This design comes from an exercise in tuning for small area, a short achievable clock period and few clock cycles on the open sky130 flow, not from production work. Function was checked by simulation only, so behaviour that the tests miss may differ from the original.

Design go_to_point_steering_controller, start of the top module:
module go_to_point_steering_controller (
    input  logic                              clk,
    input  logic                              rst_n,
    input  logic                              in_valid,
    output logic                              in_ready,
    input  logic [1:0]                        in_kind,
    input  logic signed [15:0]                in_waypoint_x,
    input  logic signed [15:0]                in_waypoint_y,
    input  logic signed [15:0]                in_pose_x,
    input  logic signed [15:0]                in_pose_y,
    input  logic signed [14:0]                in_pose_heading,
    output logic                              out_valid,
    input  logic                              out_ready,
    output logic [14:0]                       out_linear_speed,
    output logic signed [15:0]                out_turn_rate,
    output logic [16:0]                       out_distance,
    output logic [2:0]                        out_status,
    output logic                              out_last,
    input  logic                              cfg_we,
    input  logic [gtp_pkg::CFG_IDX_W-1:0]     cfg_index,
    input  logic [gtp_pkg::CFG_DATA_W-1:0]    cfg_data
);
For scale: ~9900 cells after synthesis, ~1100 flip-flops, roughly 89000 µm² of cells after synthesis.
==> flow/config.mk <==
export PLATFORM = sky130hd
export DESIGN_NAME = go_to_point_steering_controller
export DESIGN_NICKNAME = go_to_point_steering_controller
export VERILOG_FILES = /design/flow/design.v
export SDC_FILE = /design/flow/constraint.sdc
export NUM_CORES = 4
export LEC_CHECK = 0
export ABC_AREA = 1
export CAP_MARGIN = 20
export CORE_MARGIN = 2
export CORE_UTILIZATION = 62
export CTS_BUF_LIST = sky130_fd_sc_hd__clkbuf_8
export CTS_CLUSTER_SIZE = 40
export SLEW_MARGIN = 20
==> flow/constraint.sdc <==
create_clock -name core_clock -period 12.0 [get_ports {clk}]
set_input_delay 2.4000 -clock core_clock [delete_from_list [all_inputs] [get_ports {clk}]]
set_output_delay 2.4000 -clock core_clock [all_outputs]
set_load 0.01 [all_outputs]
run.sh (not shown) runs the stock make flow with config.mk's settings and CLKGATE_MAP_FILE= SYNTH_SCRIPT=/design/flow/synth_recipe.tcl, a recipe that flattens the netlist after the stock synthesis.
The first run completed with no timing, DRC or antenna violations.
Testbench counts at the start, summed over its fixed seeds: cycles 1,986.
Change:
- ABC_AREA: 1 -> default
Non-clock buffer count went up by 9. Final cell count went down by 17%. Wire length went down by about 12%. First-iteration DRC count went down by about 25%. Hold slack is worse by 0.015 ns. Sequential cell count does not change.


go_to_point_steering_controller, a different RTL version from the one above (not shown whole).
For scale: about 8300 cells after synthesis, about 160 I/O pins, ~0.088 mm² of cells after synthesis.
Settings: LEC_CHECK=0, CAP_MARGIN=20, CORE_MARGIN=2, CORE_UTILIZATION=70, SLEW_MARGIN=20; clock period 12.0 ns.
Testbench counts at the start, summed over its fixed seeds: cycles 1,998.
==> next run, changes <==
--- a/flow/config.mk
+++ b/flow/config.mk
@@ -8,4 +8,4 @@
 export CAP_MARGIN = 20
 export CORE_MARGIN = 2
-export CORE_UTILIZATION = 70
+export CORE_UTILIZATION = 55
 export SLEW_MARGIN = 20
Effect: Global-route usage goes down by 6.8 points. Final area goes up slightly. Setup slack improved by 150 ps. Die area goes up by a quarter to a third. Final cell count goes up by a few percent. Clock-buffer cell count goes up by 10. Fmax goes up by a few percent.
==> next run, changes <==
--- a/flow/config.mk
+++ b/flow/config.mk
@@ -8,4 +8,6 @@
 export CAP_MARGIN = 20
 export CORE_MARGIN = 2
-export CORE_UTILIZATION = 55
+export CORE_UTILIZATION = 62
+export CTS_BUF_LIST = sky130_fd_sc_hd__clkbuf_8
+export CTS_CLUSTER_SIZE = 40
 export SLEW_MARGIN = 20
After rerunning: Via count climbs by 1.7%; global-route usage climbs by 2.6 points; register-to-register slack gets better by 100 ps; clock-buffer cell count climbs by 40; cell area drops by 0.65%.
==> next run, changes <==
--- a/flow/config.mk
+++ b/flow/config.mk
@@ -8,6 +8,4 @@
 export CAP_MARGIN = 20
 export CORE_MARGIN = 2
-export CORE_UTILIZATION = 62
-export CTS_BUF_LIST = sky130_fd_sc_hd__clkbuf_8
-export CTS_CLUSTER_SIZE = 40
+export CORE_UTILIZATION = 40
 export SLEW_MARGIN = 20
The changed run completed without violations.
Worst hold slack is better by 8.2 ps.
Final area rises by 1.6%.
Global-route usage went down by 11 points.
Sequential share of layout area goes down by 0.52 points.
Setup slack gets worse by 360 ps.
Synthesized cell count does not change.
Utilization went down by 23 points.
First-iteration DRC count shrinks by 0.58%.
Clock skew went down by 30 ps.
Routed wire length barely changes.
Via count went down by 1.8%.


Another version of the RTL of go_to_point_steering_controller (not shown whole).
Size: about 1,100 flip-flops, ~160 I/O pins.
Settings: LEC_CHECK=0, CAP_MARGIN=20, CORE_MARGIN=2, CORE_UTILIZATION=55, SLEW_MARGIN=20; clock period 12.0 ns.
Testbench counts at the start, summed over its fixed seeds: cycles 1,998.
==> next run, changes <==
--- a/flow/config.mk
+++ b/flow/config.mk
@@ -7,5 +7,8 @@
 export LEC_CHECK = 0
+export ABC_AREA = 1
 export CAP_MARGIN = 20
 export CORE_MARGIN = 2
-export CORE_UTILIZATION = 55
+export CORE_UTILIZATION = 62
+export CTS_BUF_LIST = sky130_fd_sc_hd__clkbuf_8
+export CTS_CLUSTER_SIZE = 40
 export SLEW_MARGIN = 20
What happened: Final area is higher by 1.4%. Die area is lower by 9.0%. Routed wire length is higher by 5.3%. Sequential cell count is unchanged. Global-route usage is higher by 4.1 points. Register-to-register slack improves by 850 ps. Worst hold slack hardly moves. Clock-buffer cell count is higher by 38. Critical path depth is higher by 2.
==> next run, changes <==
--- a/flow/config.mk
+++ b/flow/config.mk
@@ -7,3 +7,2 @@
 export LEC_CHECK = 0
-export ABC_AREA = 1
 export CAP_MARGIN = 20
Result:
- The new run finished with timing, DRC and antenna clean
- sequential share of layout area goes up by 0.74 points
- worst hold slack gets better by 5.0 ps
- wire length goes down by 6.5%
- register-to-register slack gets worse by 600 ps
- die area goes down by 2.4%
- global-route usage goes down by 1.2 points
- via count goes down by 13%

[what the ideal ports hide]
The flow's constraints put no driver on any port. The routed layouts listed below were extracted and timed again, unchanged, in two steps. Step 1 (the two cells are an assumption about what drives the block):
set clk [get_ports {clk}]
set_driving_cell -lib_cell sky130_fd_sc_hd__clkbuf_16 $clk
set_driving_cell -lib_cell sky130_fd_sc_hd__buf_2 [delete_from_list [all_inputs] $clk]
Step 2, shift: input delay + t, output delay - t, t = (earliest + latest rising clock arrival at the registers) / 2. This alone moves slack from input paths to output paths. Three values: ideal, step 1, step 2; two values: the first two.
run	shift t [ns]	setup WS [ns]	hold slack, ns	clock arrival spread, ns	worst data-port slew with drivers (ns)
the first run of note 1	0.976	5.989 / 6.039 / 5.063	0.401 / 0.401 / 0.401	0.068 / 0.068	0.05
the second run of note 1	0.958	5.718 / 5.770 / 4.812	0.386 / 0.386 / 0.386	0.068 / 0.069	0.12
the first run of note 2	0.828	5.942 / 5.970 / 5.142	0.393 / 0.393 / 0.393	0.049 / 0.049	0.12
the second run of note 2	0.872	6.096 / 6.096 / 5.408	0.408 / 0.408 / 0.408	0.043 / 0.042	0.13
the third run of note 2	0.998	6.162 / 6.185 / 5.187	0.394 / 0.394 / 0.394	0.084 / 0.084	0.08
the fourth run of note 2	0.869	5.801 / 5.856 / 4.987	0.403 / 0.403 / 0.403	0.043 / 0.043	0.12
the first run of note 3	0.847	5.895 / 5.946 / 5.099	0.406 / 0.406 / 0.406	0.028 / 0.028	0.11
the second run of note 3	0.988	5.760 / 5.808 / 4.819	0.406 / 0.406 / 0.406	0.054 / 0.053	0.05
the third run of note 3	0.988	5.873 / 5.923 / 4.935	0.411 / 0.411 / 0.411	0.057 / 0.057	0.12
After both steps setup and hold are still met in every run listed. For the third run of note 2, which loses most, drivers alone change the setup slack by +0.023 ns; drivers and shift together by -0.975 ns.
